What follows belongs to an exercise in optimizing a design on an open flow for small area and a short achievable clock period; a production flow would make more cautious choices. RTL that was checked went through simulation tests only; none was proved equivalent to the original. Only the layout flow was run in run 2; the RTL was not checked for function there. No run shown here takes its clock network from TritonCTS; it comes from the design's own scripts or RTL. The flow treats the clock pin as an ideal source. Dropping or thinning the clock tree relies on that and would not hold on a real chip. Power is estimated from default activity; no workload was simulated.

<file path="flow/constraint.sdc">
create_clock -name core_clock -period 5.0 [get_ports {clk}]
set_input_delay 1.0000 -clock core_clock [delete_from_list [all_inputs] [get_ports {clk}]]
set_output_delay 1.0000 -clock core_clock [all_outputs]
set_load 0.01 [all_outputs]
</file>
<file path="flow/flow/pre_cts.tcl">
# Run by ORFS's cts step (PRE_CTS_TCL) in place of clock_tree_synthesis: builds a balanced
# two-level clock tree (see mytree.tcl) with less insertion delay than TritonCTS's three levels.
source [file join [file dirname [info script]] mytree.tcl]
build_clock_tree clk 2 2 20
rename clock_tree_synthesis __orig_clock_tree_synthesis
proc clock_tree_synthesis {args} {
  puts "clock_tree_synthesis skipped: the clock tree was built by pre_cts.tcl"
  set_propagated_clock [all_clocks]
}
</file>
<file path="flow/config.mk">
export PLATFORM = sky130hd
export DESIGN_NAME = packet_sfifo_drop
export DESIGN_NICKNAME = packet_sfifo_drop
export VERILOG_FILES = /design/flow/design.v
export SDC_FILE = /design/flow/constraint.sdc
export NUM_CORES = 4
export LEC_CHECK = 0
export ABC_CLOCK_PERIOD_IN_PS = 2200
export CAP_MARGIN = 20
export CORE_MARGIN = 2
export CORE_UTILIZATION = 55
export SETUP_SLACK_MARGIN = 2.8
export SLEW_MARGIN = 20
</file>
<file path="flow/flow/run.sh">
#!/bin/bash
# The standard layout, with the clock tree built by flow/pre_cts.tcl instead of TritonCTS.
# make's output goes to flow_make.log; each ORFS step keeps its own log under orfs/logs/.
set -euo pipefail
here="$(pwd)"
export PRE_CTS_TCL="$here/flow/pre_cts.tcl"
bash standard.sh > "$here/flow_make.log" 2>&1
</file>
<file path="flow/standard.sh">
#!/bin/bash
# synth_recipe.tcl (not shown) runs the flow's synth.tcl, then flattens the netlist and writes it again
# the make line also repeats each setting of config.mk as NAME=value (left out here)
make -C /OpenROAD-flow-scripts/flow DESIGN_CONFIG=/design/flow/config.mk WORK_HOME=/design/flow/orfs CLKGATE_MAP_FILE= SYNTH_SCRIPT=/design/flow/synth_recipe.tcl "${@:-finish}"
</file>
<file path="flow/design.v">
module packet_sfifo_drop #(
  parameter int DATA_WIDTH   = 32,
  parameter int FIFO_DEPTH   = 64,
  parameter int AFULL_THRESH = FIFO_DEPTH - 8,
  localparam int CW          = $clog2(FIFO_DEPTH) + 1
) (
  input  logic                  clk,
  input  logic                  rst,
  input  logic                  wen,
  input  logic [DATA_WIDTH-1:0] wdata,
  input  logic                  wdrop,
  output logic                  afull,
  output logic                  full,
  output logic [CW-1:0]         wrcnt,
  input  logic                  ren,
  output logic [DATA_WIDTH-1:0] rdata,
  output logic                  empty,
  output logic [CW-1:0]         rdcnt,
  output logic [CW-1:0]         pkt_cnt,
  output logic                  overflow,
  output logic                  underflow,
  output logic                  drop
);
  localparam int AW = CW - 1;
  logic [DATA_WIDTH-1:0] r_mem [FIFO_DEPTH];
  logic [AW-1:0]         r_wptr, r_cptr;              
  logic [7:0]            r_wlo, r_whi;                
  logic [FIFO_DEPTH-1:0] r_rsel;                      
  logic [CW-1:0]         r_wrcnt, r_rdcnt, r_pkt_cnt;
  logic [CW-1:0]         r_pkt_inc, r_pkt_dec;        
  logic                  r_disc, r_full, r_afull, r_nempty;
  logic                  r_wok, r_wovf, r_wc0, r_wc1;    
  logic                  r_overflow, r_underflow, r_drop;
  logic [DATA_WIDTH-1:0] r_rdata;                     
  logic          w_eop, w_acc, w_commit, w_discard, w_ovf, w_rb, w_rd, w_rd_eop, w_hit;
  logic [CW-1:0] w_wrcnt_nxt, w_rdcnt_nxt, w_pkt_nxt, w_pkt_inc_nxt, w_pkt_dec_nxt;
  logic [AW-1:0] w_wptr_nxt;
  logic          w_full_nxt, w_afull_nxt, w_nempty_nxt, w_disc_nxt, w_wc0_nxt, w_wc1_nxt;
  assign wrcnt     = r_wrcnt;
  assign rdcnt     = r_rdcnt;
  assign full      = r_full;
  assign afull     = r_afull;
  assign pkt_cnt   = r_pkt_cnt;
  assign empty     = ~r_nempty;
  assign rdata     = r_rdata;
  assign overflow  = r_overflow;
  assign underflow = r_underflow;
  assign drop      = r_drop;
  assign w_eop     = wdata[DATA_WIDTH-1];
  assign w_acc     = wen & r_wok;
  assign w_commit  = w_acc & w_eop & ~wdrop;
  assign w_discard = w_acc & w_eop & wdrop;
  assign w_ovf     = wen & r_wovf;
  assign w_rb      = w_ovf | w_discard;
  assign w_rd      = ren & r_nempty;
  assign w_rd_eop  = w_rd & r_rdata[DATA_WIDTH-1];
  assign w_hit     = w_acc & (w_rd ? r_wc1 : r_wc0);
  assign w_disc_nxt = r_disc ? ~(wen & w_eop) : (w_ovf & ~w_eop);
  always_comb begin
    if (w_rb) begin
      w_wrcnt_nxt = w_rd ? r_rdcnt - CW'(1) : r_rdcnt;
      w_full_nxt  = ~w_rd & (r_rdcnt == CW'(FIFO_DEPTH));
      w_wc0_nxt   = w_rd ? (r_rdcnt == CW'(1)) : (r_rdcnt == '0);
      w_wc1_nxt   = w_rd ? (r_rdcnt == CW'(2)) : (r_rdcnt == CW'(1));
      w_afull_nxt = w_rd ? (r_rdcnt >= CW'(AFULL_THRESH + 1)) : (r_rdcnt >= CW'(AFULL_THRESH));
    end else if (w_acc & ~w_rd) begin
      w_wrcnt_nxt = r_wrcnt + CW'(1);
      w_full_nxt  = r_wrcnt == CW'(FIFO_DEPTH - 1);
      w_wc0_nxt   = 1'b0;
      w_wc1_nxt   = r_wc0;
      w_afull_nxt = r_wrcnt >= CW'(AFULL_THRESH - 1);
    end else if (~w_acc & w_rd) begin
      w_wrcnt_nxt = r_wrcnt - CW'(1);
      w_full_nxt  = 1'b0;
      w_wc0_nxt   = r_wc1;
      w_wc1_nxt   = r_wrcnt == CW'(2);
      w_afull_nxt = r_wrcnt >= CW'(AFULL_THRESH + 1);
    end else begin
      w_wrcnt_nxt = r_wrcnt;
      w_full_nxt  = r_full;
      w_wc0_nxt   = r_wc0;
      w_wc1_nxt   = r_wc1;
      w_afull_nxt = r_afull;
    end
    if (w_commit) w_rdcnt_nxt = w_rd ? r_wrcnt : r_wrcnt + CW'(1);
    else          w_rdcnt_nxt = w_rd ? r_rdcnt - CW'(1) : r_rdcnt;
    if (w_commit & ~w_rd_eop) begin
      w_pkt_nxt     = r_pkt_inc;
      w_pkt_inc_nxt = r_pkt_inc + CW'(1);
      w_pkt_dec_nxt = r_pkt_cnt;
      w_nempty_nxt = 1'b1;
    end else if (~w_commit & w_rd_eop) begin
      w_pkt_nxt     = r_pkt_dec;
      w_pkt_inc_nxt = r_pkt_cnt;
      w_pkt_dec_nxt = r_pkt_dec - CW'(1);
      w_nempty_nxt = r_pkt_cnt != CW'(1);
    end else begin
      w_pkt_nxt     = r_pkt_cnt;
      w_pkt_inc_nxt = r_pkt_inc;
      w_pkt_dec_nxt = r_pkt_dec;
      w_nempty_nxt = r_nempty;
    end
  end
  logic [DATA_WIDTH-1:0] w_rnext;
  always_comb begin
    w_rnext = '0;
    for (int i = 0; i < FIFO_DEPTH; i++)
      w_rnext = w_rnext | ({DATA_WIDTH{r_rsel[i]}} & r_mem[i]);
  end
  always_ff @(posedge clk)
    for (int i = 0; i < FIFO_DEPTH; i++)
      if (r_whi[i / 8] & r_wlo[i % 8]) r_mem[i] <= wdata;
  assign w_wptr_nxt = w_rb ? r_cptr : r_wptr + AW'(w_acc);
  always_ff @(posedge clk or posedge rst)
    if (rst)        r_rdata <= '0;
    else if (w_hit) r_rdata <= wdata;
    else if (w_rd)  r_rdata <= w_rnext;
  always_ff @(posedge clk or posedge rst)
    if (rst) begin
      r_wptr      <= '0;
      r_wlo       <= 8'b0000_0001;
      r_whi       <= 8'b0000_0001;
      r_cptr      <= '0;
      r_rsel      <= FIFO_DEPTH'(2);
      r_wrcnt     <= '0;
      r_rdcnt     <= '0;
      r_pkt_cnt   <= '0;
      r_pkt_inc   <= CW'(1);
      r_pkt_dec   <= '1;
      r_disc      <= 1'b0;
      r_wok       <= 1'b1;
      r_wovf      <= 1'b0;
      r_wc0       <= 1'b1;
      r_wc1       <= 1'b0;
      r_full      <= 1'b0;
      r_afull     <= 1'b0;
      r_nempty    <= 1'b0;
      r_overflow  <= 1'b0;
      r_underflow <= 1'b0;
      r_drop      <= 1'b0;
    end else begin
      r_wptr      <= w_wptr_nxt;
      r_wlo       <= 8'b1 << w_wptr_nxt[2:0];
      r_whi       <= w_full_nxt ? 8'b0 : 8'b1 << w_wptr_nxt[5:3];
      r_cptr      <= w_commit ? r_wptr + AW'(1) : r_cptr;
      r_rsel      <= w_rd ? {r_rsel[FIFO_DEPTH-2:0], r_rsel[FIFO_DEPTH-1]} : r_rsel;
      r_wrcnt     <= w_wrcnt_nxt;
      r_rdcnt     <= w_rdcnt_nxt;
      r_pkt_cnt   <= w_pkt_nxt;
      r_pkt_inc   <= w_pkt_inc_nxt;
      r_pkt_dec   <= w_pkt_dec_nxt;
      r_disc      <= w_disc_nxt;
      r_wok       <= ~w_full_nxt & ~w_disc_nxt;
      r_wovf      <= w_full_nxt & ~w_disc_nxt;
      r_wc0       <= w_wc0_nxt;
      r_wc1       <= w_wc1_nxt;
      r_full      <= w_full_nxt;
      r_afull     <= w_afull_nxt;
      r_nempty    <= w_nempty_nxt;
      r_overflow  <= w_ovf;
      r_underflow <= ren & ~r_nempty;
      r_drop      <= w_rb;
    end
endmodule
</file>
<file path="flow/flow/mytree.tcl">
# Build a two-level clock tree by hand: leaf clkbuf_16 per cluster of nearby flip-flops,
# and NROOT root clkbuf_16, each driving the leaves of one region, all fed by the clock port.
proc build_clock_tree {clkport nroot_x nroot_y leafsize} {
  set block [ord::get_db_block]
  set bt [$block findBTerm $clkport]
  set cnet [$bt getNet]
  set buf [[ord::get_db] findMaster sky130_fd_sc_hd__clkbuf_16]
  set sinks {}
  foreach it [$cnet getITerms] {
    set inst [$it getInst]
    set loc [$inst getLocation]
    lappend sinks [list $it [lindex $loc 0] [lindex $loc 1]]
  }
  set n [llength $sinks]
  set die [$block getDieArea]
  set W [$die xMax]; set H [$die yMax]
  # leaf clusters: strips in x, chunks in y
  set nclusters [expr {int(ceil(double($n)/$leafsize))}]
  set nstrips [expr {max(1,int(round(sqrt($nclusters * double($W)/$H))))}]
  set sx [lsort -integer -index 1 $sinks]
  set per [expr {int(ceil(double($n)/$nstrips))}]
  set leaves {}
  set li 0
  for {set s 0} {$s < $nstrips} {incr s} {
    set strip [lrange $sx [expr {$s*$per}] [expr {($s+1)*$per-1}]]
    set strip [lsort -integer -index 2 $strip]
    set m [llength $strip]
    set k [expr {int(ceil(double($m)/$leafsize))}]
    set cs [expr {int(ceil(double($m)/$k))}]
    for {set c 0} {$c < $k} {incr c} {
      set grp [lrange $strip [expr {$c*$cs}] [expr {($c+1)*$cs-1}]]
      if {[llength $grp] == 0} continue
      set x 0; set y 0
      foreach g $grp { incr x [lindex $g 1]; incr y [lindex $g 2] }
      set x [expr {$x/[llength $grp]}]; set y [expr {$y/[llength $grp]}]
      set inst [odb::dbInst_create $block $buf "clkleaf_$li"]
      $inst setLocation $x $y
      $inst setPlacementStatus PLACED
      set net [odb::dbNet_create $block "clknet_leaf_$li"]
      $net setSigType CLOCK
      [$inst findITerm X] connect $net
      foreach g $grp { set it [lindex $g 0]; $it disconnect; $it connect $net }
      lappend leaves [list $inst $x $y]
      incr li
    }
  }
  # roots: grid regions
  set roots {}
  for {set rx 0} {$rx < $nroot_x} {incr rx} {
    for {set ry 0} {$ry < $nroot_y} {incr ry} {
      set grp {}
      foreach l $leaves {
        set ix [expr {min($nroot_x-1, int([lindex $l 1] * $nroot_x / $W))}]
        set iy [expr {min($nroot_y-1, int([lindex $l 2] * $nroot_y / $H))}]
        if {$ix == $rx && $iy == $ry} { lappend grp $l }
      }
      if {[llength $grp] == 0} continue
      set x 0; set y 0
      foreach g $grp { incr x [lindex $g 1]; incr y [lindex $g 2] }
      set x [expr {$x/[llength $grp]}]; set y [expr {$y/[llength $grp]}]
      set r [llength $roots]
      set inst [odb::dbInst_create $block $buf "clkroot_$r"]
      $inst setLocation $x $y
      $inst setPlacementStatus PLACED
      set net [odb::dbNet_create $block "clknet_root_$r"]
      $net setSigType CLOCK
      [$inst findITerm X] connect $net
      foreach g $grp { [[lindex $g 0] findITerm A] connect $net }
      [$inst findITerm A] connect $cnet
      lappend roots $inst
    }
  }
  $cnet setSigType CLOCK
  puts "clock tree: $n sinks, [llength $leaves] leaves, [llength $roots] roots"
}
</file>
==> results of run 1 <==
[cell usage after synthesis, types with 8 or more instances]
master and number:
a21oi_1 88, a221oi_1 323, a22o_1 321, a22oi_1 391
and2_1 66, buf_1 8, buf_2 65, clkbuf_1 226
dfrtp_1 157, dfstp_2 13, edfxtp_1 2048, ha_1 13
inv_1 22, mux2i_1 14, nand2_1 225, nand3_1 75
nand4_1 131, nor2_1 99, nor3_1 49, nor4_1 36
o21ai_0 31, xnor2_1 17, xor2_1 9
[state kept, by name, summed over array words and instances (netlist names), 6 cells and up]
| register | flops |
|---|---|
| r_pkt_inc | 7 |
| r_wrcnt | 7 |
| r_wptr | 6 |
| r_rdata | 32 |
| r_pkt_dec | 7 |
| r_rsel | 64 |
| r_whi | 8 |
| r_rdcnt | 7 |
| r_cptr | 6 |
| r_mem | 2048 |
| r_wlo | 8 |
| r_pkt_cnt | 7 |
[cells in the final DEF (no fill, tap or decap), drive strengths merged, types with 3 or more instances in the layout]
cell    count
a21oi      90
a221oi    323
a22o      321
a22oi     391
a31oi       4
and2       66
buf       398
clkbuf    126
dfrtp     157
dfstp      13
diode       8
edfxtp   2048
ha         13
inv        21
mux2        3
mux2i      15
nand2     227
nand2b      3
nand3      75
nand4     131
nor2       99
nor3       50
nor4       36
o211ai      4
o21ai      35
or3         5
or4         3
xnor2      17
xor2        9
[worst reg2reg max path, delay by kind of cell, from the launching register on]
kind	cells	cell delay (ns)
flip-flops	1	0.55
buffers and inverters	1	0.72
AND/OR/NAND/NOR	1	0.53
[metal layers]
metal / track usage, % / part of all wire, %
met4: 22.31 / 6.9
met1: 61.03 / 34
met3: 11.79 / 16
met2: 63.36 / 43
met5: 0 / 0.043
[metrics by stage]
| step | power (mW) | cell area [µm²] |
|---|---|---|
| floorplan | 23.94 | 80840 |
| global placement | 26.04 | 84350 |
| detailed placement | 26.10 | 84350 |
| CTS | 35.77 | 88800 |
| global route | 36.68 | 89400 |
| finish | 36.10 | 89410 |
[power by group through the flow]
stage	clock network (mW)	registers, mW	logic (mW)
finish	9.96	22.4	3.72
global route	10.4	22.5	3.77
CTS	9.82	22.4	3.57
detailed placement	0	22.9	3.22
global placement	0	22.8	3.20
floorplan	0	22.6	1.34
[what timing repair did]
item / CTS / global route
endpoints found under the setup margin: 641 / 169
hold buffers: 0 / 0
resized for setup: 452 / 53
buffers inserted: 95 / 39
cloned: 1 / 1
pin swaps: 6 / 10
[final cells by class]
class	instances	area (µm²)
antenna	8	20.02
buffer	124	3103
fill	10422	56150
inverter	23	101.3
multi-input combinational	1946	14130
sequential	2218	66010
tap	1917	2399
timing repair buffer	403	3651
[cell families after synthesis]
family                     Yosys count  share of synthesized area [%]
buffers and inverters              325                          1.638
adders and majority gates           13                         0.2019
AOI/OAI and AO/OA                 1182                          11.67
muxes                               19                         0.2655
and+or+nand+nor                    706                          4.321
xor gates and xnor gates            26                         0.2826
DFF                               2218                          81.62
[how the worst max path moves through the flow]
| stage | to | slack [ns] | cells past startpoint |
|---|---|---|---|
| 5_1_grt | rdata[26] | 2.61 | 1 |
| 3_3_place_gp | r_pkt_dec[5]$_DFFE_PP1P_ | 1.40 | 10 |
| 2_1_floorplan | r_afull$_DFFE_PP0P_ | 1.84 | 1 |
| 4_1_cts | rdata[30] | 2.63 | 1 |
| 3_5_place_dp | r_pkt_dec[5]$_DFFE_PP1P_ | 1.31 | 10 |
| 6_report | rdata[30] | 2.61 | 1 |
==> results.ini, run 1 <==
[status]
status=timing/DRC/antenna clean

[synthesis]
synthFlopType=edfxtp_1
syn_area_per_cell_um2=17.95
ys_types=63
seq_area_frac_synth_pct=81.62
synth_edf_count=2048
syn_inst=4489
netlist_area_um2=80580
synth.top_cell.area_share_pct=76.32
async_flop_share_pct=7.665
ys_warn_count=2
synth_seq_cells=2218
yosysTopAreaCell=edfxtp_1
synth_fp_nets=4539
yosys-top-cells-area=edfxtp_1 76%, dfrtp_1 4.9%, a22oi_1 3.6%

[global_routing]
gr-usage-all-layers_pct=43.57
grt_pass1_vias=46846
antenna_found_initial=24
overflow=0
grt_pass1_wl_mm=433.6
grt_max_degree=78

[critical_path]
r2r_end=r_mem[13][31]$_DFFE_PP_
cp-end-kind=primary output
setup.worst_path.start=r_rdata[30]$_DFFE_PP0P_
worstPathRequired_ns=4.00
crit_arrival_ns=1.39
crit_slowest_cell=dfrtp_2
critical_path.cell_chain=buf_6
critPathBufInv=1
start_kind=flop
cp_slowest_stage_delay_ns=0.51
worstRegToRegCells=2
cpLargestDelayFamily=flip-flops
crit_fanout=2
r2r_start=r_wlo[5]$_DFF_PP0_
ff2ff_setup_slack_ns=2.73
path_class=reg2out

[final_layout]
drive_gt1_share_pct=16.74
syn_to_final_growth_pct=10.96
fin_util_pct=61.42
nNetsFinal=4766
final_cells=6639

[route]
drc=0
vias=52528
dr.first_iter.drc_count=11844
postRouteAntennaNets=0
viasPerCell=7.912
drt_wl_total_mm=334.1
routedWlPerCell_um=50.33
first_pass_iters=8

[place]
dp_hpwl_mm=174.5
gp_congestion=0.8551
post-place-ws_ns=1.312
io_buffers=95
dp_cells=6369

[floorplan]
die_x_um=386.8
die_area_um2=149600
start_util_pct=55.36
die_h_um=386.8
fp-row-count=140
floorplan.io_pins=96
core_um2=145600

[timing]
rsz0062_at_grt=yes
fmax_mhz=418.3
tightest_slew_ns=1.272
hold-worst-slack_ns=0.4933
slew-limit-headroom_pct=15.17
setup_viol=0
finalHoldViolations=0
drv_slew=0
min_period_over_period_pct=47.82
worst_slack_ns=2.609
fin_crit_ns=2.391
finalSetupTns_ns=0
finClkSkew_ns=0.1057

[pwr]
power.share.sequential_pct=62.1
p_per_area_nw_per_um2=403.8
p_comb_share_pct=10.3
p_int_mw=27.00
p_sw_share_pct=25.21
vdd_drop_max_v=0.0004877
p_leak_nw=28.98
clock_power_share_pct=27.6
power.switching_mw=9.103

[hold_path]
hold_depth=2
hold_end=r_cptr[5]$_DFFE_PP0P_
hold_start=r_cptr[5]$_DFFE_PP0P_
hold_path_class=reg2reg

[flow_run]
drv_cap=0

[clock_tree]
insertion_delay_ns=0.72
clk_pin_slew_ns=0.09

==> run 2: changes to the inputs <==
--- a/flow/design.v
+++ b/flow/design.v
@@ -26,3 +26,3 @@
   logic [AW-1:0]         r_wptr, r_cptr;              
-  logic [7:0]            r_wlo, r_whi;                
+  logic [FIFO_DEPTH-1:0] r_we;                        
   logic [FIFO_DEPTH-1:0] r_rsel;                      
@@ -111,3 +111,3 @@
     for (int i = 0; i < FIFO_DEPTH; i++)
-      if (r_whi[i / 8] & r_wlo[i % 8]) r_mem[i] <= wdata;
+      if (r_we[i]) r_mem[i] <= wdata;
   assign w_wptr_nxt = w_rb ? r_cptr : r_wptr + AW'(w_acc);
@@ -120,4 +120,3 @@
       r_wptr      <= '0;
-      r_wlo       <= 8'b0000_0001;
-      r_whi       <= 8'b0000_0001;
+      r_we        <= FIFO_DEPTH'(1);
       r_cptr      <= '0;
@@ -142,4 +141,3 @@
       r_wptr      <= w_wptr_nxt;
-      r_wlo       <= 8'b1 << w_wptr_nxt[2:0];
-      r_whi       <= w_full_nxt ? 8'b0 : 8'b1 << w_wptr_nxt[5:3];
+      r_we        <= w_full_nxt ? '0 : FIFO_DEPTH'(1) << w_wptr_nxt;
       r_cptr      <= w_commit ? r_wptr + AW'(1) : r_cptr;
==> run 2 against run 1 <==
Against the previous run: clock power hardly changed; setup slack better by 0.048 ns; area after synthesis is 1.7% higher; still clean; register-to-register slack worse by 0.05 ns; die area is 1.7% higher; design area is 2.8% higher; global-route usage is 1.6 points higher; largest power group unchanged; highest routed layer unchanged; sequential power is 8% higher; utilization is 0.76 points higher; hold slack better by 0.00052 ns; via count is 3.5% higher; total power is 6.3% higher.
==> results.ini, run 2 <==
[timing]
hold-worst-slack_ns=0.4938
setup_viol=0
min_period_over_period_pct=46.85
fmax_mhz=426.9
worst_slack_ns=2.658
rsz0062_at_grt=yes
finalSetupTns_ns=0
finClkSkew_ns=0.07194
fin_crit_ns=2.342
drv_slew=0
slew-limit-headroom_pct=13.06
finalHoldViolations=0
tightest_slew_ns=1.304

[status]
status=timing/DRC/antenna clean

[pwr]
p_comb_share_pct=11.0
power.share.sequential_pct=62.7
vdd_drop_max_v=0.0005267
p_sw_share_pct=26.66
clock_power_share_pct=26.3
p_int_mw=28.15
p_leak_nw=29.82
p_per_area_nw_per_um2=417.5
power.switching_mw=10.23

[synthesis]
yosys-top-cells-area=edfxtp_1 75%, dfrtp_1 6.3%, a22oi_1 3.6%
synthMuxAreaShare_pct=0.1999
synth.top_cell.area_share_pct=75.01
synthFlopType=edfxtp_1
synth_common_cells=2048 x edfxtp_1, 392 x a22oi_1, 322 x a221oi_1
syn_inst=4590
synth_top_family_by_area=compound AO/OA/AOI/OAI gates
synth_fp_nets=4640
synth-adder-area-share_pct=0.1984
synth_seq_cells=2266
async_flop_share_pct=9.620
synth-xor-area-share_pct=0.3189
ys_types=79
yosys.area_share.simple_pct=4.224
netlist_area_um2=81990
synth_compound_area_share_pct=11.83
seq_area_frac_synth_pct=81.68
syn_area_per_cell_um2=17.86
yosysTopAreaCell=edfxtp_1
ys_warn_count=2
synth_edf_count=2048
synth.most_common_cell=edfxtp_1

[global_routing]
overflow=0
grt_max_degree=103
grt_pass1_wl_mm=451.4
antenna_found_initial=30
gr-usage-all-layers_pct=45.14
grt_pass1_vias=47954

[critical_path]
r2r_end=r_rdata[10]$_DFFE_PP0P_
crit_arrival_ns=1.34
start_kind=flop
ff2ff_setup_slack_ns=2.68
cpLargestDelayFamily=flip-flops
worstRegToRegCells=6
crit_slowest_cell=dfrtp_2
cp-end-kind=primary output
cp_slowest_stage_delay_ns=0.52
critPathBufInv=1
critical_path.cell_chain=buf_6
r2r_start=r_rsel[14]$_DFFE_PP0P_
crit_fanout=2
path_class=reg2out
worstPathRequired_ns=4.00

[place]
dp_hpwl_mm=180.5
dp_cells=6484
post-place-ws_ns=1.054
gp_congestion=0.8675
io_buffers=95

[clock_tree]
clk_pin_slew_ns=0.08
insertion_delay_ns=0.72
postCtsHoldBufs=0

[final_layout]
top_register=r_mem
mostFrequentLayoutCells=2048 x edfxtp_1, 392 x a22oi_1, 321 x a22o_1
syn_to_final_growth_pct=12.13
fill_cells=10566
drive_gt1_share_pct=18.52
fin_util_pct=62.19
nNetsFinal=4916
final_cells=6815
reg_top3=r_mem x2048, r_rsel x64, r_we x64
mostFrequentLayoutCell=edfxtp_1
largest_register_ffs=2048

[floorplan]
floorplan.io_pins=96
core_um2=147800
die_area_um2=152200
fp-row-count=141
start_util_pct=55.46
die_x_um=390.1
die_h_um=390.1

[hold_path]
hold_end=r_pkt_inc[0]$_DFFE_PP1P_
hold_depth=2
hold_start=r_pkt_inc[0]$_DFFE_PP1P_
hold_path_class=reg2reg

[route]
drc=0
viasPerCell=7.979
dr.first_iter.drc_count=12666
drt_wl_total_mm=349.2
vias=54376
postRouteAntennaNets=0
routedWlPerCell_um=51.24
first_pass_iters=8

[flow_run]
drv_cap=0

## run 2: cell type report
| cell class | count | area, µm² | area share [%] |
|---|---|---|---|
| antenna | 21 | 52.55 | 0.05716 |
| buffer | 125 | 3128 | 3.402 |
| inverter | 25 | 127.6 | 0.1388 |
| multi-input combinational | 1994 | 14730 | 16.02 |
| sequential | 2266 | 67350 | 73.26 |
| tap | 1930 | 2415 | 2.627 |
| timing repair buffer | 454 | 4134 | 4.497 |
## run 2: worst max-delay path by stage
stage	from	endpoint	depth (start not counted)	slack, ns
3_3_place_gp	wen	r_pkt_dec[5]$_DFFE_PP1P_	10	1.13
3_5_place_dp	wen	r_pkt_dec[3]$_DFFE_PP1P_	9	1.05
6_report	r_rdata[29]$_DFFE_PP0P_	rdata[29]	1	2.66
5_1_grt	r_rdata[11]$_DFFE_PP0P_	rdata[11]	1	2.66
4_1_cts	r_rdata[17]$_DFFE_PP0P_	rdata[17]	1	2.65
2_1_floorplan	rst	r_afull$_DFFE_PP0P_	1	1.17
## run 2: power groups by stage
stage	combinational (mW)	clock (mW)	sequential [mW]
floorplan	1.45	0	23.8
global placement	3.35	0	24.4
detailed placement	3.38	0	24.4
CTS	3.83	9.98	23.9
global route	4.32	10.6	24.1
finish	4.23	10.1	24.1
## run 2: routing by layer
layer	track usage, %	up-vias	share of wire, %
li1	-	19337	-
met1	62.23	28022	33
met2	64.19	5653	42
met3	12.96	1358	17
met4	27.20	6	8.0
met5	0.2552	-	0.011
## run 2: per-stage QoR
step	power, mW	area (µm²)
4_1_cts	37.75	91140
3_5_place_dp	27.83	86150
2_1_floorplan	25.26	82620
3_3_place_gp	27.75	86150
6_report	38.38	91930
5_1_grt	38.98	91900
## run 2: logic make-up (layout without fill, tap and decap cells)
family / after synthesis / in the layout
AOI/OAI and AO/OA: 1212 / 1212
DFF: 2266 / 2266
and+or+nand+nor: 725 / 725
xor gates and xnor gates: 29 / 29
buffers and inverters: 330 / 604
muxes: 15 / 15
other: 0 / 21
adders and majority gates: 13 / 13
## run 2: what timing repair did
| item | in CTS | in global routing |
|---|---|---|
| gates resized for setup | 456 | 66 |
| setup buffers | 135 | 46 |
| cloned | 3 | 0 |
| setup endpoints to repair | 207 | 150 |
| pin swaps | 18 | 26 |
==> run 3: changes to the inputs <==
--- a/flow/design.v
+++ b/flow/design.v
@@ -26,3 +26,3 @@
   logic [AW-1:0]         r_wptr, r_cptr;              
-  logic [FIFO_DEPTH-1:0] r_we;                        
+  logic [7:0]            r_wlo, r_whi;                
   logic [FIFO_DEPTH-1:0] r_rsel;                      
@@ -111,3 +111,3 @@
     for (int i = 0; i < FIFO_DEPTH; i++)
-      if (r_we[i]) r_mem[i] <= wdata;
+      if (r_whi[i / 8] & r_wlo[i % 8]) r_mem[i] <= wdata;
   assign w_wptr_nxt = w_rb ? r_cptr : r_wptr + AW'(w_acc);
@@ -120,3 +120,4 @@
       r_wptr      <= '0;
-      r_we        <= FIFO_DEPTH'(1);
+      r_wlo       <= 8'b0000_0001;
+      r_whi       <= 8'b0000_0001;
       r_cptr      <= '0;
@@ -141,3 +142,4 @@
       r_wptr      <= w_wptr_nxt;
-      r_we        <= w_full_nxt ? '0 : FIFO_DEPTH'(1) << w_wptr_nxt;
+      r_wlo       <= 8'b1 << w_wptr_nxt[2:0];
+      r_whi       <= w_full_nxt ? 8'b0 : 8'b1 << w_wptr_nxt[5:3];
       r_cptr      <= w_commit ? r_wptr + AW'(1) : r_cptr;
==> flow/flow/mytree.tcl (replaced) <==
# Build a two-level clock tree by hand: a leaf clkbuf_16 for each cluster of about leafsize
# nearby flip-flops, and four root clkbuf_16, each driving a quarter of the leaves (split at
# the median in x, then in y within each half), all fed by the clock port.
proc clock_tree_centroid {grp} {
  set x 0; set y 0
  foreach g $grp { incr x [lindex $g 1]; incr y [lindex $g 2] }
  return [list [expr {$x/[llength $grp]}] [expr {$y/[llength $grp]}]]
}

proc clock_tree_buffer {block master name net_name loc} {
  set inst [odb::dbInst_create $block $master $name]
  $inst setLocation [lindex $loc 0] [lindex $loc 1]
  $inst setPlacementStatus PLACED
  set net [odb::dbNet_create $block $net_name]
  $net setSigType CLOCK
  [$inst findITerm X] connect $net
  return [list $inst $net]
}

proc build_clock_tree {clkport leafsize} {
  set block [ord::get_db_block]
  set cnet [[$block findBTerm $clkport] getNet]
  set buf [[ord::get_db] findMaster sky130_fd_sc_hd__clkbuf_16]
  set sinks {}
  foreach it [$cnet getITerms] {
    set loc [[$it getInst] getLocation]
    lappend sinks [list $it [lindex $loc 0] [lindex $loc 1]]
  }
  set n [llength $sinks]
  set die [$block getDieArea]
  set W [$die xMax]; set H [$die yMax]
  # leaf clusters: vertical strips, cut into chunks along y
  set nclusters [expr {int(ceil(double($n)/$leafsize))}]
  set nstrips [expr {max(1,int(round(sqrt($nclusters * double($W)/$H))))}]
  set sx [lsort -integer -index 1 $sinks]
  set per [expr {int(ceil(double($n)/$nstrips))}]
  set leaves {}
  for {set s 0} {$s < $nstrips} {incr s} {
    set strip [lsort -integer -index 2 [lrange $sx [expr {$s*$per}] [expr {($s+1)*$per-1}]]]
    set m [llength $strip]
    if {$m == 0} continue
    set k [expr {int(ceil(double($m)/$leafsize))}]
    set cs [expr {int(ceil(double($m)/$k))}]
    for {set c 0} {$c < $k} {incr c} {
      set grp [lrange $strip [expr {$c*$cs}] [expr {($c+1)*$cs-1}]]
      if {[llength $grp] == 0} continue
      set loc [clock_tree_centroid $grp]
      set li [llength $leaves]
      lassign [clock_tree_buffer $block $buf "clkleaf_$li" "clknet_leaf_$li" $loc] inst net
      foreach g $grp { set it [lindex $g 0]; $it disconnect; $it connect $net }
      lappend leaves [list $inst {*}$loc]
    }
  }
  # roots: halves by x, then halves by y, each with the same number of leaves
  set lx [lsort -integer -index 1 $leaves]
  set h [expr {([llength $lx] + 1) / 2}]
  set quarters {}
  foreach half [list [lrange $lx 0 [expr {$h-1}]] [lrange $lx $h end]] {
    set hy [lsort -integer -index 2 $half]
    set q [expr {([llength $hy] + 1) / 2}]
    lappend quarters [lrange $hy 0 [expr {$q-1}]] [lrange $hy $q end]
  }
  set r 0
  foreach grp $quarters {
    if {[llength $grp] == 0} continue
    lassign [clock_tree_buffer $block $buf "clkroot_$r" "clknet_root_$r" [clock_tree_centroid $grp]] inst net
    foreach g $grp { [[lindex $g 0] findITerm A] connect $net }
    [$inst findITerm A] connect $cnet
    incr r
  }
  $cnet setSigType CLOCK
  puts "clock tree: $n sinks, [llength $leaves] leaves, $r roots"
}

# Move each output port's buffer next to the cell that drives it, so the long wire to the
# pin is driven by the buffer rather than by a small flip-flop.
proc move_output_buffers {} {
  set block [ord::get_db_block]
  set moved 0
  foreach bt [$block getBTerms] {
    if {[$bt getIoType] ne "OUTPUT"} continue
    set net [$bt getNet]
    foreach it [$net getITerms] {
      if {![$it isOutputSignal]} continue
      set binst [$it getInst]
      foreach in [$binst getITerms] {
        if {![$in isInputSignal]} continue
        set inet [$in getNet]
        if {$inet eq "NULL"} continue
        foreach d [$inet getITerms] {
          if {[$d isOutputSignal]} {
            set loc [[$d getInst] getLocation]
            $binst setLocation [lindex $loc 0] [lindex $loc 1]
            incr moved
          }
        }
      }
    }
  }
  puts "moved $moved output buffers"
}
==> flow/flow/pre_cts.tcl (replaced) <==
# Run by ORFS's cts step (PRE_CTS_TCL) in place of clock_tree_synthesis: moves each output
# port's buffer next to its driver, then builds a balanced two-level clock tree (see
# mytree.tcl) with less insertion delay than TritonCTS's three levels.
source [file join [file dirname [info script]] mytree.tcl]
move_output_buffers
build_clock_tree clk 20
rename clock_tree_synthesis __orig_clock_tree_synthesis
proc clock_tree_synthesis {args} {
  puts "clock_tree_synthesis skipped: the clock tree was built by pre_cts.tcl"
  set_propagated_clock [all_clocks]
}
--- a/flow/config.mk
+++ b/flow/config.mk
@@ -10,3 +10,3 @@
 export CORE_MARGIN = 2
-export CORE_UTILIZATION = 55
+export CORE_UTILIZATION = 62
 export SETUP_SLACK_MARGIN = 2.8
==> run 3 against run 2 <==
Against the previous run: global-route usage grew 4.3 points; register-to-register slack got worse by 0.11 ns; die area decreased by 13%; largest cell class unchanged; largest power group unchanged; highest routed layer unchanged.
==> results.ini, run 3 <==
[timing]
rsz0062_at_grt=yes
finalSetupTns_ns=0
setup_viol=0
finClkSkew_ns=0.02568
worst_slack_ns=2.570
finalHoldViolations=0
slew-limit-headroom_pct=12.88
fmax_mhz=411.5
min_period_over_period_pct=48.60
fin_crit_ns=2.430
drv_slew=0
tightest_slew_ns=1.307

[status]
status=timing/DRC/antenna clean

[critical_path]
crit_cells=2
critical_path.cell_chain=and2_4 -> buf_4
crit_fanout=17
crit_slowest_cell=and2_4
worstPathRequired_ns=5.31
crit_arrival_ns=2.74
cp_slowest_stage_delay_ns=0.73
cp-end-kind=flop
cpLargestDelayFamily=simple AND/OR/NAND/NOR gates
path_class=reg2reg
worstRegToRegCells=2
start_kind=flop
critPathBufInv=1

[floorplan]
fp-row-count=132
core_um2=129300
die_area_um2=132900
die_x_um=364.5
die_h_um=364.5
start_util_pct=62.31
floorplan.io_pins=96

[synthesis]
seq_area_frac_synth_pct=81.62
syn_inst=4489
yosys-top-cells-area=edfxtp_1 76%, dfrtp_1 4.9%, a22oi_1 3.6%
ys_warn_count=2
synth.top_cell.area_share_pct=76.32
synthFlopType=edfxtp_1
ys_types=63
synth_seq_cells=2218
yosysTopAreaCell=edfxtp_1
async_flop_share_pct=7.665
synth.most_common_cell=edfxtp_1
netlist_area_um2=80580
synth_edf_count=2048
synth_common_cells=2048 x edfxtp_1, 391 x a22oi_1, 323 x a221oi_1
synth_fp_nets=4539
syn_area_per_cell_um2=17.95

[route]
viasPerCell=8.117
first_pass_iters=10
drc=0
postRouteAntennaNets=0
dr.first_iter.drc_count=12250
drt_wl_total_mm=331.9
routedWlPerCell_um=51.06
vias=52769

[place]
dpl_cell_area_um2=84030
dp_hpwl_mm=168.8
dp_cells=6176
io_buffers=95
post-place-ws_ns=1.095
gp_congestion=0.8783

[hold_path]
hold_depth=2
hold_path_class=reg2reg

[global_routing]
gr-usage-all-layers_pct=49.41
antenna_found_initial=29
overflow=0
grt_pass1_wl_mm=428.6
grt_max_degree=90
grt_pass1_vias=47379

[final_layout]
largest_register_ffs=2048
top_register=r_mem
reg_top3=r_mem x2048, r_rsel x64, r_rdata x32
fill_cells=8378
stdcell_area_um2=89430
nNetsFinal=4784
final_cells=6501
drive_gt1_share_pct=16.57
syn_to_final_growth_pct=10.98
mostFrequentLayoutCells=2048 x edfxtp_1, 389 x a22oi_1, 321 x a22o_1
mostFrequentLayoutCell=edfxtp_1

[flow_run]
drv_cap=0

[clock_tree]
clk_pin_slew_ns=0.08
insertion_delay_ns=0.67

[pwr]
vdd_drop_max_v=0.0005138
p_leak_nw=29.08
p_per_area_nw_per_um2=404.2

==> run 3: stage by stage <==
step,hold slack [ns],power [mW],utilization (%)
after floorplan,0.4492,23.94,-
after global placement,0.4632,25.98,64.98
after detailed placement,0.4735,26.05,64.98
after CTS,0.4870,35.67,68.53
after global routing,0.5083,36.70,69.11
final,0.4962,36.14,69.15
==> run 3: worst paths after layout <==
kind                                             to  slack (ns)                      from
setup / recovery             r_mem[12][9]$_DFFE_PP_        2.57        r_whi[1]$_DFF_PP0_
hold / removal             r_pkt_inc[0]$_DFFE_PP1P_        0.50  r_pkt_inc[0]$_DFFE_PP1P_
setup reg to reg             r_mem[12][9]$_DFFE_PP_        2.57        r_whi[1]$_DFF_PP0_
hold reg to reg            r_pkt_inc[0]$_DFFE_PP1P_        0.50  r_pkt_inc[0]$_DFFE_PP1P_
max in group asynchronous    r_rsel[50]$_DFFE_PP0P_        3.08                       rst
min in group asynchronous  r_pkt_cnt[2]$_DFFE_PP0P_        0.77                       rst
==> run 3: what timing repair did <==
item	CTS	global route
resized for setup	480	62
endpoints found under the setup margin	469	177
cloned	1	1
buffers inserted	114	58
hold buffers	0	0
pin swaps	4	12
==> run 3: logic make-up after synthesis <==
| family | Yosys count | share of synthesized area (%) |
|---|---|---|
| AOI/OAI and AO/OA | 1182 | 11.67 |
| xor gates and xnor gates | 26 | 0.2826 |
| adders and majority gates | 13 | 0.2019 |
| buffers and inverters | 325 | 1.638 |
| DFF | 2218 | 81.62 |
| muxes | 19 | 0.2655 |
| and+or+nand+nor | 706 | 4.321 |
==> run 3: report_power, final <==
part           switching, mW  internal, mW
registers              0.587          21.7
clock network           5.59          4.31
logic                   2.91          1.01
==> run 3: layer usage <==
metal	up-vias	GRT usage [%]	share of wire, %
met1	26522	67.87	32
met2	6029	70.00	42
li1	18915	-	-
met3	1279	16.56	18
met4	24	28.02	7.2
met5	-	0	0.046
==> run 3: worst register-to-register path, cell delays in order, from the launching register on <==
cell,delay (ns)
dfrtp_1,0.71
and2_4,0.74
buf_4,0.62
==> run 3: cell type report <==
class	count	area, µm²	share of cell area [%]
timing repair buffer	419	3845	4.299
antenna	27	67.56	0.07555
buffer	124	3103	3.470
inverter	23	110.1	0.1231
multi-input combinational	1948	14140	15.81
sequential	2218	65990	73.79
tap	1742	2180	2.437
==> run 4: changes to the inputs <==
--- a/flow/config.mk
+++ b/flow/config.mk
@@ -10,3 +10,4 @@
 export CORE_MARGIN = 2
-export CORE_UTILIZATION = 62
+export CORE_UTILIZATION = 55
+export PLACE_DENSITY = 0.72
 export SETUP_SLACK_MARGIN = 2.8
==> run 4 against run 3 <==
Against the previous run: still clean on timing, DRC and antenna; critical path depth unchanged; clock power is 0.8% lower; total power hardly changed; design area grew 0.58%; clock skew rose by 0.015 ns; synthesized cell count stayed put; via count grew 3.0%; global-route usage down 7.6 points; final cell count increased by 3.1%; setup slack improved by 0.10 ns; maximum frequency grew 4.4%; critical path type unchanged; largest cell class unchanged; largest power group unchanged.
==> results.ini, run 4 <==
[place]
gp_congestion=0.9157
post-place-ws_ns=1.162
dp_hpwl_mm=169.6
io_buffers=95
dp_cells=6381
dpl_cell_area_um2=84380

[critical_path]
cpLargestDelayFamily=buffers and inverters
crit_arrival_ns=2.66
critPathBufInv=1
path_class=reg2reg
critical_path.cell_chain=and2_2 -> buf_4
crit_slowest_cell=buf_4
cp_slowest_stage_delay_ns=0.69
worstPathRequired_ns=5.33
cp-end-kind=flop
crit_fanout=22
start_kind=flop

[global_routing]
use_met1_pct=52.86
grt_max_degree=68
top_usage_layer=met2
use_met3_pct=19.85
grt_pass1_wl_mm=421.0
grt_pass1_vias=48306
grt.met2_usage_pct=57.54
overflow=0
antenna_found_initial=32
gr-usage-all-layers_pct=41.84

[final_layout]
mostFrequentLayoutCells=2048 x edfxtp_1, 391 x a22oi_1, 321 x a22o_1
stdcell_area_um2=89940
syn_to_final_growth_pct=11.62
nNetsFinal=4816
fin_util_pct=61.79
reg_top3=r_mem x2048, r_rsel x64, r_rdata x32
largest_register_ffs=2048
final_cells=6705
top_register=r_mem
drive_gt1_share_pct=17.07
mostFrequentLayoutCell=edfxtp_1

[synthesis]
async_flop_share_pct=7.665
syn_inst=4489
netlist_area_um2=80580
yosys-top-cells-area=edfxtp_1 76%, dfrtp_1 4.9%, a22oi_1 3.6%
yosysTopAreaCell=edfxtp_1
synth.top_cell.area_share_pct=76.32
synth.most_common_cell=edfxtp_1
ys_types=63
synth_fp_nets=4539
seq_area_frac_synth_pct=81.62
syn_area_per_cell_um2=17.95
synth_seq_cells=2218
synth_edf_count=2048
synth_common_cells=2048 x edfxtp_1, 391 x a22oi_1, 323 x a221oi_1
synthFlopType=edfxtp_1
ys_warn_count=2

[timing]
finClkSkew_ns=0.04064
finalSetupTns_ns=0
tightest_slew_ns=1.189
min_period_over_period_pct=46.56
slew-limit-headroom_pct=20.74
finalHoldViolations=0
setup_viol=0
rsz0062_at_grt=yes
worst_slack_ns=2.672
fmax_mhz=429.6
fin_crit_ns=2.328
drv_slew=0
hold-worst-slack_ns=0.4882

[floorplan]
fp-row-count=140
start_util_pct=55.36
die_x_um=386.8
core_um2=145600
floorplan.io_pins=96
die_h_um=386.8
die_area_um2=149600

[pwr]
p_leak_nw=29.33
p_total_mw=36.12
vdd_drop_max_v=0.0004414
p_per_area_nw_per_um2=401.6

[clock_tree]
postCtsHoldBufs=0
clk_pin_slew_ns=0.09
insertion_delay_ns=0.72

[flow_run]
drv_cap=0

[route]
viasPerCell=8.109
routedWlPerCell_um=48.34
dr.first_iter.drc_count=13986
postRouteAntennaNets=0
first_pass_iters=9
vias=54370
drc=0
drt_wl_total_mm=324.2

[hold_path]
hold_path_class=reg2reg

[status]
status=timing/DRC/antenna clean

-- run 4: what timing repair did --
item / CTS / global route
gates resized for setup: 504 / 58
pin swaps: 5 / 6
gates cloned: 3 / 1
setup buffers: 110 / 61
setup endpoints to repair: 821 / 262
-- run 4: kinds of logic (layout without fill, tap and decap cells) --
logic type / Yosys count / count (layout) / synth area share, %
multiplexers: 19 / 19 / 0.2655
flip-flops: 2218 / 2218 / 81.62
other: 0 / 24 / 0
AO/OA/AOI/OAI: 1182 / 1182 / 11.67
XOR/XNOR: 26 / 26 / 0.2826
buffers and inverters: 325 / 600 / 1.638
adder cells (fa/ha/maj): 13 / 13 / 0.2019
AND/OR/NAND/NOR: 706 / 706 / 4.321
-- run 4: final timing paths --
| check | from | end | slack [ns] | cells after the start |
|---|---|---|---|---|
| max in group asynchronous | rst | r_rsel[24]$_DFFE_PP0P_ | 3.12 | 3 |
| worst min-delay path | r_cptr[5]$_DFFE_PP0P_ | r_cptr[5]$_DFFE_PP0P_ | 0.49 | 2 |
| min in group asynchronous | rst | r_rdcnt[4]$_DFF_PP0_ | 0.86 | 2 |
| worst min register to register | r_cptr[5]$_DFFE_PP0P_ | r_cptr[5]$_DFFE_PP0P_ | 0.49 | 2 |
| worst max register to register | r_whi[7]$_DFF_PP0_ | r_mem[56][9]$_DFFE_PP_ | 2.67 | 2 |
| worst max-delay path | r_whi[7]$_DFF_PP0_ | r_mem[56][9]$_DFFE_PP_ | 2.67 | 2 |
-- run 4: where the power goes --
part,total [mW],internal [mW],switching [mW]
Sequential,22.3,21.7,0.602
Clock,9.82,4.31,5.51
Combinational,3.97,1.07,2.91
Total,36.1,27.1,9.02
-- run 4: metal layers --
metal	share of wire [%]	wire (µm)
met1	29	94640
met2	40	129500
met3	21	68840
met4	9.6	31030
met5	0.058	187
-- run 4: final cells by class --
class                      instances  area, µm²
tap                             1917       2399
sequential                      2218      66000
timing repair buffer             453       4189
multi-input combinational       1946      14090
antenna                           24      60.06
fill                            9842      55620
inverter                          23      106.4
buffer                           124       3103
-- run 4: worst register-to-register path, cell delays in order, from the launching register on --
cell     delay (ns)
dfrtp_1        0.59
and2_2         0.63
buf_4          0.69
==> run 5: changes to the inputs <==
--- a/flow/config.mk
+++ b/flow/config.mk
@@ -11,3 +11,2 @@
 export CORE_UTILIZATION = 55
-export PLACE_DENSITY = 0.72
 export SETUP_SLACK_MARGIN = 2.8
==> run 5 against run 4 <==
Against the previous run: still clean on timing, DRC and antenna; critical path depth unchanged; flip-flop and latch count unchanged; total power grew 0.23%; largest cell class unchanged; highest routed layer unchanged.
==> results.ini, run 5 <==
[status]
status=timing/DRC/antenna clean

[synthesis]
seq_area_frac_synth_pct=81.62
ys_warn_count=2
netlist_area_um2=80580
synth.most_common_cell=edfxtp_1
yosys-top-cells-area=edfxtp_1 76%, dfrtp_1 4.9%, a22oi_1 3.6%
yosysTopAreaCell=edfxtp_1
synth.top_cell.area_share_pct=76.32
ys_types=63
syn_inst=4489
syn_area_per_cell_um2=17.95
synthFlopType=edfxtp_1
async_flop_share_pct=7.665
synth_seq_cells=2218
synth_edf_count=2048
synth_fp_nets=4539
synth_common_cells=2048 x edfxtp_1, 391 x a22oi_1, 323 x a221oi_1

[critical_path]
cpLargestDelayFamily=buffers and inverters
critical_path.cell_chain=and2_2 -> buf_4
crit_fanout=23
worstRegToRegCells=2
crit_slowest_cell=buf_4
worstPathRequired_ns=5.29
start_kind=flop
r2r_start=r_wlo[1]$_DFF_PP0_
cp-end-kind=flop
r2r_end=r_mem[41][3]$_DFFE_PP_
ff2ff_setup_slack_ns=2.73
path_class=reg2reg
cp_slowest_stage_delay_ns=0.71
critPathBufInv=1
crit_arrival_ns=2.56

[route]
first_pass_iters=6
postRouteAntennaNets=0
viasPerCell=7.920
dr.first_iter.drc_count=12057
routedWlPerCell_um=50.43
drc=0
drt_wl_total_mm=335.6
vias=52701

[hold_path]
hold_path_class=reg2reg
hold_depth=2
hold_start=r_cptr[5]$_DFFE_PP0P_
hold_end=r_cptr[5]$_DFFE_PP0P_

[place]
dp_hpwl_mm=174.5
gp_congestion=0.8551
dp_cells=6369
io_buffers=95

[final_layout]
mostFrequentLayoutCells=2048 x edfxtp_1, 391 x a22oi_1, 321 x a22o_1
mostFrequentLayoutCell=edfxtp_1
largest_register_ffs=2048
drive_gt1_share_pct=16.55
reg_top3=r_mem x2048, r_rsel x64, r_rdata x32
syn_to_final_growth_pct=11.22
top_register=r_mem
nNetsFinal=4776
final_cells=6654

[global_routing]
gr-usage-all-layers_pct=43.66
overflow=0
antenna_found_initial=22
grt_pass1_vias=46776
grt_pass1_wl_mm=434.3
grt_max_degree=78

[timing]
fmax_mhz=439.8
finalHoldViolations=0
setup_viol=0
rsz0062_at_grt=yes
slew-limit-headroom_pct=16.41
finClkSkew_ns=0.03350
fin_crit_ns=2.274
tightest_slew_ns=1.254
min_period_over_period_pct=45.47
drv_slew=0
finalSetupTns_ns=0

[floorplan]
die_x_um=386.8
start_util_pct=55.36
core_um2=145600
die_area_um2=149600
fp-row-count=140
die_h_um=386.8
floorplan.io_pins=96

[clock_tree]
postCtsHoldBufs=0
clk_pin_slew_ns=0.09
insertion_delay_ns=0.68

[pwr]
p_total_mw=36.20
p_leak_nw=29.12
vdd_drop_max_v=0.0005085
p_per_area_nw_per_um2=404.0

[flow_run]
drv_cap=0

[run 5: cell counts after synthesis]
No cell type changed its count.
[run 5: how the worst max path moves through the flow]
| stage | to | from | slack (ns) | cells after the start |
|---|---|---|---|---|
| 2_1_floorplan | r_afull$_DFFE_PP0P_ | rst | 1.84 | 1 |
| 6_report | r_mem[41][3]$_DFFE_PP_ | r_wlo[1]$_DFF_PP0_ | 2.73 | 2 |
| 3_5_place_dp | r_pkt_dec[5]$_DFFE_PP1P_ | wen | 1.31 | 10 |
| 4_1_cts | rdata[22] | r_rdata[22]$_DFFE_PP0P_ | 2.76 | 1 |
| 3_3_place_gp | r_pkt_dec[5]$_DFFE_PP1P_ | wen | 1.40 | 10 |
| 5_1_grt | rdata[3] | r_rdata[3]$_DFFE_PP0P_ | 2.74 | 1 |
[run 5: cell families after synthesis]
kind of cell,share of synthesized area [%]
mux,0.2655
xor+xnor,0.2826
simple gates,4.321
fa+ha+maj,0.2019
flops,81.62
compound gates,11.67
buf+inv,1.638
[run 5: where the power goes]
part           switching (mW)  internal, mW
clock                    5.63          4.31
sequential              0.584          21.7
combinational            2.92          1.03
total                    9.14          27.1
[run 5: tightest hold or removal path: stages, from the launching register on]
cell and delay [ns]:
dfrtp_1 0.35, nand2_1 0.05, o21ai_0 0.06
[run 5: area by class of cell]
| type | count | area [µm²] |
|---|---|---|
| Antenna cell | 13 | 32.53 |
| Timing Repair Buffer | 413 | 3852 |
| Inverter | 23 | 101.3 |
| Buffer | 124 | 3103 |
| Tap cell | 1917 | 2399 |
| Sequential cell | 2218 | 65980 |
| Multi-Input combinational cell | 1946 | 14150 |
| Fill cell | 10396 | 55940 |
[run 5: through the flow]
stage                     hold WS, ns  cell area (µm²)  utilization, %  worst slack, ns
after floorplan                0.4492            80840               -            1.842
after global placement         0.4685            84350           57.94            1.395
after detailed placement       0.4855            84350           57.94            1.312
after CTS                      0.4993            88900           61.07            2.757
after global routing           0.5150            89590           61.55            2.742
final                          0.4927            89620           61.57            2.726
[run 5: per-layer routing]
metal / global-route usage (%) / vias to the layer above / part of all wire, % / routed length [µm]
met1: 61.42 / 27184 / 34 / 115200
met5: 0 / - / 0.044 / 146
met3: 11.73 / 1176 / 16 / 54470
li1: - / 18885 / - / -
met2: 63.19 / 5436 / 42 / 142200
met4: 22.52 / 20 / 7.0 / 23540
[run 5: repair_timing]
item                                    in CTS  in global routing
cloned                                       2                  1
endpoints found under the setup margin     606                126
buffers inserted                            95                 47
resized for setup                          510                 46
pin swaps                                    5                  4
==> run 6: changes to the inputs <==
--- a/flow/flow/mytree.tcl
+++ b/flow/flow/mytree.tcl
@@ -1,3 +1,3 @@
-# Build a two-level clock tree by hand: a leaf clkbuf_16 for each cluster of about leafsize
-# nearby flip-flops, and four root clkbuf_16, each driving a quarter of the leaves (split at
+# Build a two-level clock tree by hand: a leaf buffer (leafcell) for each cluster of about
+# leafsize nearby flip-flops, and four root clkbuf_16, each driving a quarter of the leaves (split at
 # the median in x, then in y within each half), all fed by the clock port.
@@ -19,3 +19,3 @@
 
-proc build_clock_tree {clkport leafsize} {
+proc build_clock_tree {clkport leafsize {leafcell sky130_fd_sc_hd__clkbuf_16}} {
   set block [ord::get_db_block]
@@ -23,2 +23,3 @@
   set buf [[ord::get_db] findMaster sky130_fd_sc_hd__clkbuf_16]
+  set lbuf [[ord::get_db] findMaster $leafcell]
   set sinks {}
@@ -48,3 +49,3 @@
       set li [llength $leaves]
-      lassign [clock_tree_buffer $block $buf "clkleaf_$li" "clknet_leaf_$li" $loc] inst net
+      lassign [clock_tree_buffer $block $lbuf "clkleaf_$li" "clknet_leaf_$li" $loc] inst net
       foreach g $grp { set it [lindex $g 0]; $it disconnect; $it connect $net }
--- a/flow/flow/pre_cts.tcl
+++ b/flow/flow/pre_cts.tcl
@@ -5,3 +5,3 @@
 move_output_buffers
-build_clock_tree clk 20
+build_clock_tree clk 16 sky130_fd_sc_hd__clkbuf_8
 rename clock_tree_synthesis __orig_clock_tree_synthesis
==> run 6 against run 5 <==
Against the previous run: design area decreased by 1.3%; die area unchanged; via count is essentially flat; combinational power is 3% lower; setup slack improved by 0.010 ns; maximum frequency is 0.46% higher.
==> results.ini, run 6 <==
[global_routing]
grt_pass1_wl_mm=434.6
gr-usage-all-layers_pct=43.71
grt_max_degree=78
overflow=0
grt_pass1_vias=46988
antenna_found_initial=19

[synthesis]
synth.top_cell.area_share_pct=76.32
yosysTopAreaCell=edfxtp_1
synthFlopType=edfxtp_1
ys_warn_count=2
seq_area_frac_synth_pct=81.62
synth_edf_count=2048
syn_inst=4489
netlist_area_um2=80580
ys_types=63
async_flop_share_pct=7.665
synth_common_cells=2048 x edfxtp_1, 391 x a22oi_1, 323 x a221oi_1
synth_seq_cells=2218
synth_fp_nets=4539
synth.most_common_cell=edfxtp_1
syn_area_per_cell_um2=17.95
yosys-top-cells-area=edfxtp_1 76%, dfrtp_1 4.9%, a22oi_1 3.6%

[final_layout]
largest_register_ffs=2048
mostFrequentLayoutCells=2048 x edfxtp_1, 391 x a22oi_1, 321 x a22o_1
fin_util_pct=60.74
stdcell_area_um2=88410
syn_to_final_growth_pct=9.720
reg_top3=r_mem x2048, r_rsel x64, r_rdata x32
nNetsFinal=4797
multiInputGateArea_um2=14150
fill_cells=10554
mostFrequentLayoutCell=edfxtp_1
ff_latch_area_um2=65990
top_register=r_mem
drive_gt1_share_pct=16.90

[place]
gp_congestion=0.8551
io_buffers=95
dp_hpwl_mm=174.5
dpl_cell_area_um2=84350
post-place-ws_ns=1.312

[critical_path]
crit_slowest_cell=buf_4
critical_path.cell_chain=and2_4 -> buf_4
crit_fanout=23
start_kind=flop
worstRegToRegCells=2
cp_slowest_stage_delay_ns=0.78
critPathBufInv=1
crit_arrival_ns=2.53
path_class=reg2reg
worstPathRequired_ns=5.26
cpLargestDelayFamily=buffers and inverters
cp-end-kind=flop
crit_cells=2

[route]
dr.first_iter.drc_count=11974
drt_wl_total_mm=335.4
vias=52664
viasPerCell=7.889
first_pass_iters=13
drc=0
postRouteAntennaNets=0
routedWlPerCell_um=50.24

[clock_tree]
postCtsHoldBufs=0
insertion_delay_ns=0.64
clk_pin_slew_ns=0.10

[pwr]
p_total_mw=34.28
p_leak_nw=28.59
p_per_area_nw_per_um2=387.8
vdd_drop_max_v=0.0004480

[timing]
finClkSkew_ns=0.04370
finalHoldViolations=0
rsz0062_at_grt=yes
fmax_mhz=441.9
worst_slack_ns=2.737
drv_slew=0
finalSetupTns_ns=0
tightest_slew_ns=1.270
setup_viol=0
fin_crit_ns=2.263
min_period_over_period_pct=45.26
slew-limit-headroom_pct=15.30

[floorplan]
die_x_um=386.8
start_util_pct=55.36
fp-row-count=140
floorplan.io_pins=96
die_area_um2=149600
core_um2=145600
die_h_um=386.8

[status]
status=timing/DRC/antenna clean

[flow_run]
drv_cap=0

[hold_path]
hold_path_class=reg2reg
hold_depth=2

[run 6: changes by cell type in the layout (fill, tap and decap cells not counted), sizes merged]
cell	change
buf	-2
bufbuf	-1
diode	+1
clkbuf	+24
[run 6: layer usage]
metal | up-vias | global-route usage, % | wire (µm)
met1 | 27148 | 61.17 | 115100
met5 | - | 0 | 114
met2 | 5438 | 62.72 | 140800
li1 | 18858 | - | -
met4 | 18 | 23.34 | 24340
met3 | 1202 | 12.42 | 55030
[run 6: worst paths after layout]
kind / slack (ns) / start / end
worst min-delay path: 0.50 / r_cptr[5]$_DFFE_PP0P_ / r_cptr[5]$_DFFE_PP0P_
min in group asynchronous: 0.92 / rst / r_rdata[7]$_DFFE_PP0P_
max in group asynchronous: 2.87 / rst / r_rsel[14]$_DFFE_PP0P_
worst max-delay path: 2.74 / r_wlo[0]$_DFF_PP1_ / r_mem[8][14]$_DFFE_PP_
worst max register to register: 2.74 / r_wlo[0]$_DFF_PP1_ / r_mem[8][14]$_DFFE_PP_
worst min register to register: 0.50 / r_cptr[5]$_DFFE_PP0P_ / r_cptr[5]$_DFFE_PP0P_
[run 6: cells by family after synthesis]
| logic type | after synthesis | synth area share [%] |
|---|---|---|
| AO/OA/AOI/OAI | 1182 | 11.67 |
| XOR/XNOR | 26 | 0.2826 |
| adder cells (fa/ha/maj) | 13 | 0.2019 |
| buffers and inverters | 325 | 1.638 |
| flip-flops | 2218 | 81.62 |
| multiplexers | 19 | 0.2655 |
| AND/OR/NAND/NOR | 706 | 4.321 |
[run 6: where the power goes]
group	internal, mW	total [mW]	switching [mW]
Clock	2.69	8.16	5.47
Sequential	21.7	22.3	0.566
Combinational	0.912	3.83	2.92
[run 6: metrics by stage]
stage | hold slack, ns | cells
after floorplan | 0.4492 | 4489
after global placement | 0.4685 | 6369
after detailed placement | 0.4855 | 6369
after CTS | 0.5004 | 6620
after global routing | 0.5165 | 6664
final | 0.4975 | 6676
[run 6: layout make-up]
cell class                      instances  share of cell area [%]
Inverter                               23                  0.1146
Antenna cell                           14                 0.03962
Timing Repair Buffer                  410                   4.145
Sequential cell                      2218                   74.63
Buffer                                148                   2.355
Multi-Input combinational cell       1946                   16.00
Tap cell                             1917                   2.713
[run 6: repair_timing]
| action | CTS | global route |
|---|---|---|
| setup endpoints to repair | 610 | 124 |
| gates cloned | 1 | 1 |
| buffers inserted | 102 | 39 |
| pin swaps | 5 | 3 |
| endpoints found under the hold margin | 0 | 0 |
| gates resized for setup | 466 | 52 |
[run 6: worst reg2reg max path: cells and delay by family, from the launching register on]
family | cells | cell delay [ns]
buffers and inverters | 1 | 0.79
DFF | 1 | 0.66
and+or+nand+nor | 1 | 0.41
==> run 7: changes to the inputs <==
--- a/flow/config.mk
+++ b/flow/config.mk
@@ -11,3 +11,3 @@
 export CORE_UTILIZATION = 55
-export SETUP_SLACK_MARGIN = 2.8
+export SETUP_SLACK_MARGIN = 2.9
 export SLEW_MARGIN = 20
==> run 7 against run 6 <==
Against the previous run: clock skew increased by 0.0080 ns; combinational power increased by 7.0%; wire length increased by 1.7%; sequential power about the same; critical path type is now reg2out; largest cell class unchanged; largest power group unchanged.
==> results.ini, run 7 <==
[synthesis]
synth_edf_count=2048
yosys-top-cells-area=edfxtp_1 76%, dfrtp_1 4.9%, a22oi_1 3.6%
seq_area_frac_synth_pct=81.62
async_flop_share_pct=7.665
synth.top_cell.area_share_pct=76.32
yosysTopAreaCell=edfxtp_1
synth_seq_cells=2218
synth_fp_nets=4539
synth.most_common_cell=edfxtp_1
netlist_area_um2=80580
syn_inst=4489
ys_types=63
synthFlopType=edfxtp_1
synth_common_cells=2048 x edfxtp_1, 391 x a22oi_1, 323 x a221oi_1
ys_warn_count=2
syn_area_per_cell_um2=17.95

[flow_run]
drv_cap=0

[critical_path]
cpLargestDelayFamily=flip-flops
critPathBufInv=1
crit_fanout=2
crit_arrival_ns=1.23
critical_path.cell_chain=buf_6
cp-end-kind=primary output
crit_slowest_cell=dfrtp_1
start_kind=flop
worstPathRequired_ns=4.00
cp_slowest_stage_delay_ns=0.42
r2r_start=r_whi[0]$_DFF_PP1_
ff2ff_setup_slack_ns=2.77
setup.worst_path.start=r_rdata[26]$_DFFE_PP0P_
path_class=reg2out

[final_layout]
fill_cells=10543
top_register=r_mem
mostFrequentLayoutCells=2048 x edfxtp_1, 391 x a22oi_1, 321 x a22o_1
nNetsFinal=4861
reg_top3=r_mem x2048, r_rsel x64, r_rdata x32
syn_to_final_growth_pct=11.30
largest_register_ffs=2048
fin_util_pct=61.61
drive_gt1_share_pct=18.55
mostFrequentLayoutCell=edfxtp_1

[pwr]
vdd_drop_max_v=0.0004626
p_total_mw=34.57
p_per_area_nw_per_um2=385.5
p_leak_nw=29.15

[route]
postRouteAntennaNets=0
first_pass_iters=7
dr.first_iter.drc_count=12074
drc=0
viasPerCell=7.835
vias=52815
drt_wl_total_mm=341.0
routedWlPerCell_um=50.59

[timing]
fin_crit_ns=2.229
finalSetupTns_ns=0
fmax_mhz=448.6
tightest_slew_ns=1.239
drv_slew=0
worst_slack_ns=2.771
finClkSkew_ns=0.05165
finalHoldViolations=0
slew-limit-headroom_pct=17.43
setup_viol=0
min_period_over_period_pct=44.59
hold-worst-slack_ns=0.4881
rsz0062_at_grt=yes

[floorplan]
fp-row-count=140
core_um2=145600
die_area_um2=149600
start_util_pct=55.36
die_x_um=386.8
floorplan.io_pins=96
die_h_um=386.8

[global_routing]
grt_pass1_vias=47383
antenna_found_initial=24
grt_max_degree=93
gr-usage-all-layers_pct=44.53
overflow=0
grt_pass1_wl_mm=441.5

[place]
post-place-ws_ns=1.316
gp_congestion=0.8634
dp_hpwl_mm=174.9
io_buffers=95

[hold_path]
hold_path_class=reg2reg
hold_start=r_cptr[5]$_DFFE_PP0P_

[status]
status=timing/DRC/antenna clean

[clock_tree]
postCtsHoldBufs=0
insertion_delay_ns=0.64
clk_pin_slew_ns=0.10

[run 7: cell type report]
type	instances	area, µm²	area share [%]
Antenna cell	15	37.54	0.04185
Buffer	148	2082	2.321
Inverter	23	103.9	0.1158
Multi-Input combinational cell	1947	14330	15.98
Sequential cell	2218	66010	73.60
Tap cell	1917	2399	2.674
Timing Repair Buffer	473	4725	5.268
[run 7: cell families after synthesis]
family	share of synthesized area [%]
compound gates	11.67
xor+xnor	0.2826
fa+ha+maj	0.2019
buf+inv	1.638
flops	81.62
mux	0.2655
simple gates	4.321
[run 7: final timing paths]
path / to / depth (start not counted)
setup / recovery: rdata[26] / 1
hold / removal: r_cptr[5]$_DFFE_PP0P_ / 2
setup reg to reg: r_mem[4][18]$_DFFE_PP_ / 2
hold reg to reg: r_cptr[5]$_DFFE_PP0P_ / 2
max in group asynchronous: r_rsel[50]$_DFFE_PP0P_ / 3
min in group asynchronous: r_rdata[3]$_DFFE_PP0P_ / 2
[run 7: stage by stage]
| step | cell area, µm² | cells |
|---|---|---|
| final | 89690 | 6741 |
| after global placement | 84370 | 6360 |
| after floorplan | 80880 | 4489 |
| after CTS | 88730 | 6676 |
| after global routing | 89660 | 6729 |
| after detailed placement | 84370 | 6360 |
[run 7: power by group]
group,total (mW),switching (mW),internal [mW]
registers,22.3,0.581,21.7
logic,4.10,3.00,1.10
clock network,8.16,5.47,2.69
total,34.6,9.05,25.5
[run 7: per-layer routing]
layer / track usage [%] / routed length, µm / up-vias
li1: - / - / 19005
met1: 61.86 / 114800 / 26973
met2: 63.19 / 142100 / 5550
met3: 13.76 / 58460 / 1273
met4: 24.54 / 25530 / 14
met5: 0 / 96 / -
[run 7: timing repair]
action	4_1_cts	5_1_grt
resized for setup	563	73
setup endpoints to repair	817	154
cloned	1	5
pin swaps	10	23
buffers inserted	167	43
hold endpoints to repair	0	0

-- what the ideal ports hide --
How much do the figures lean on ideal ports? The routed layouts below were timed once more, with nothing changed but the port constraints. Step 1 sets driving cells, clkbuf_16 on the clock port and buf_2 on the other inputs (assumed; they add their load-dependent delay and slew). Step 2, shift: input delay + t, output delay - t, t = (earliest + latest rising clock arrival at the registers) / 2. This alone moves slack from input paths to output paths. Slacks: ideal / step 1 / step 2; pairs: ideal / step 1.
run | t, ns | setup WS [ns] | hold slack, ns | pins driven straight from the clock port
run 1 | 0.866 | 2.609 / 2.410 / 2.199 | 0.493 / 0.493 / 0.493 | 4
run 2 | 0.888 | 2.658 / 2.452 / 2.176 | 0.494 / 0.487 / 0.494 | 4
run 3 | 0.847 | 2.570 / 2.566 / 2.171 | 0.496 / 0.489 / 0.496 | 4
run 4 | 0.873 | 2.672 / 2.534 / 2.228 | 0.488 / 0.488 / 0.488 | 4
run 5 | 0.843 | 2.726 / 2.572 / 2.227 | 0.493 / 0.493 / 0.493 | 4
run 6 | 0.804 | 2.737 / 2.586 / 2.231 | 0.497 / 0.497 / 0.497 | 4
run 7 | 0.809 | 2.771 / 2.578 / 2.248 | 0.488 / 0.461 / 0.488 | 4
After both steps every run listed still meets setup and hold. The setup slack of run 7, which loses most, moves by -0.193 ns with the drivers and by -0.523 ns with both steps. Setup slack includes reset recovery checks.
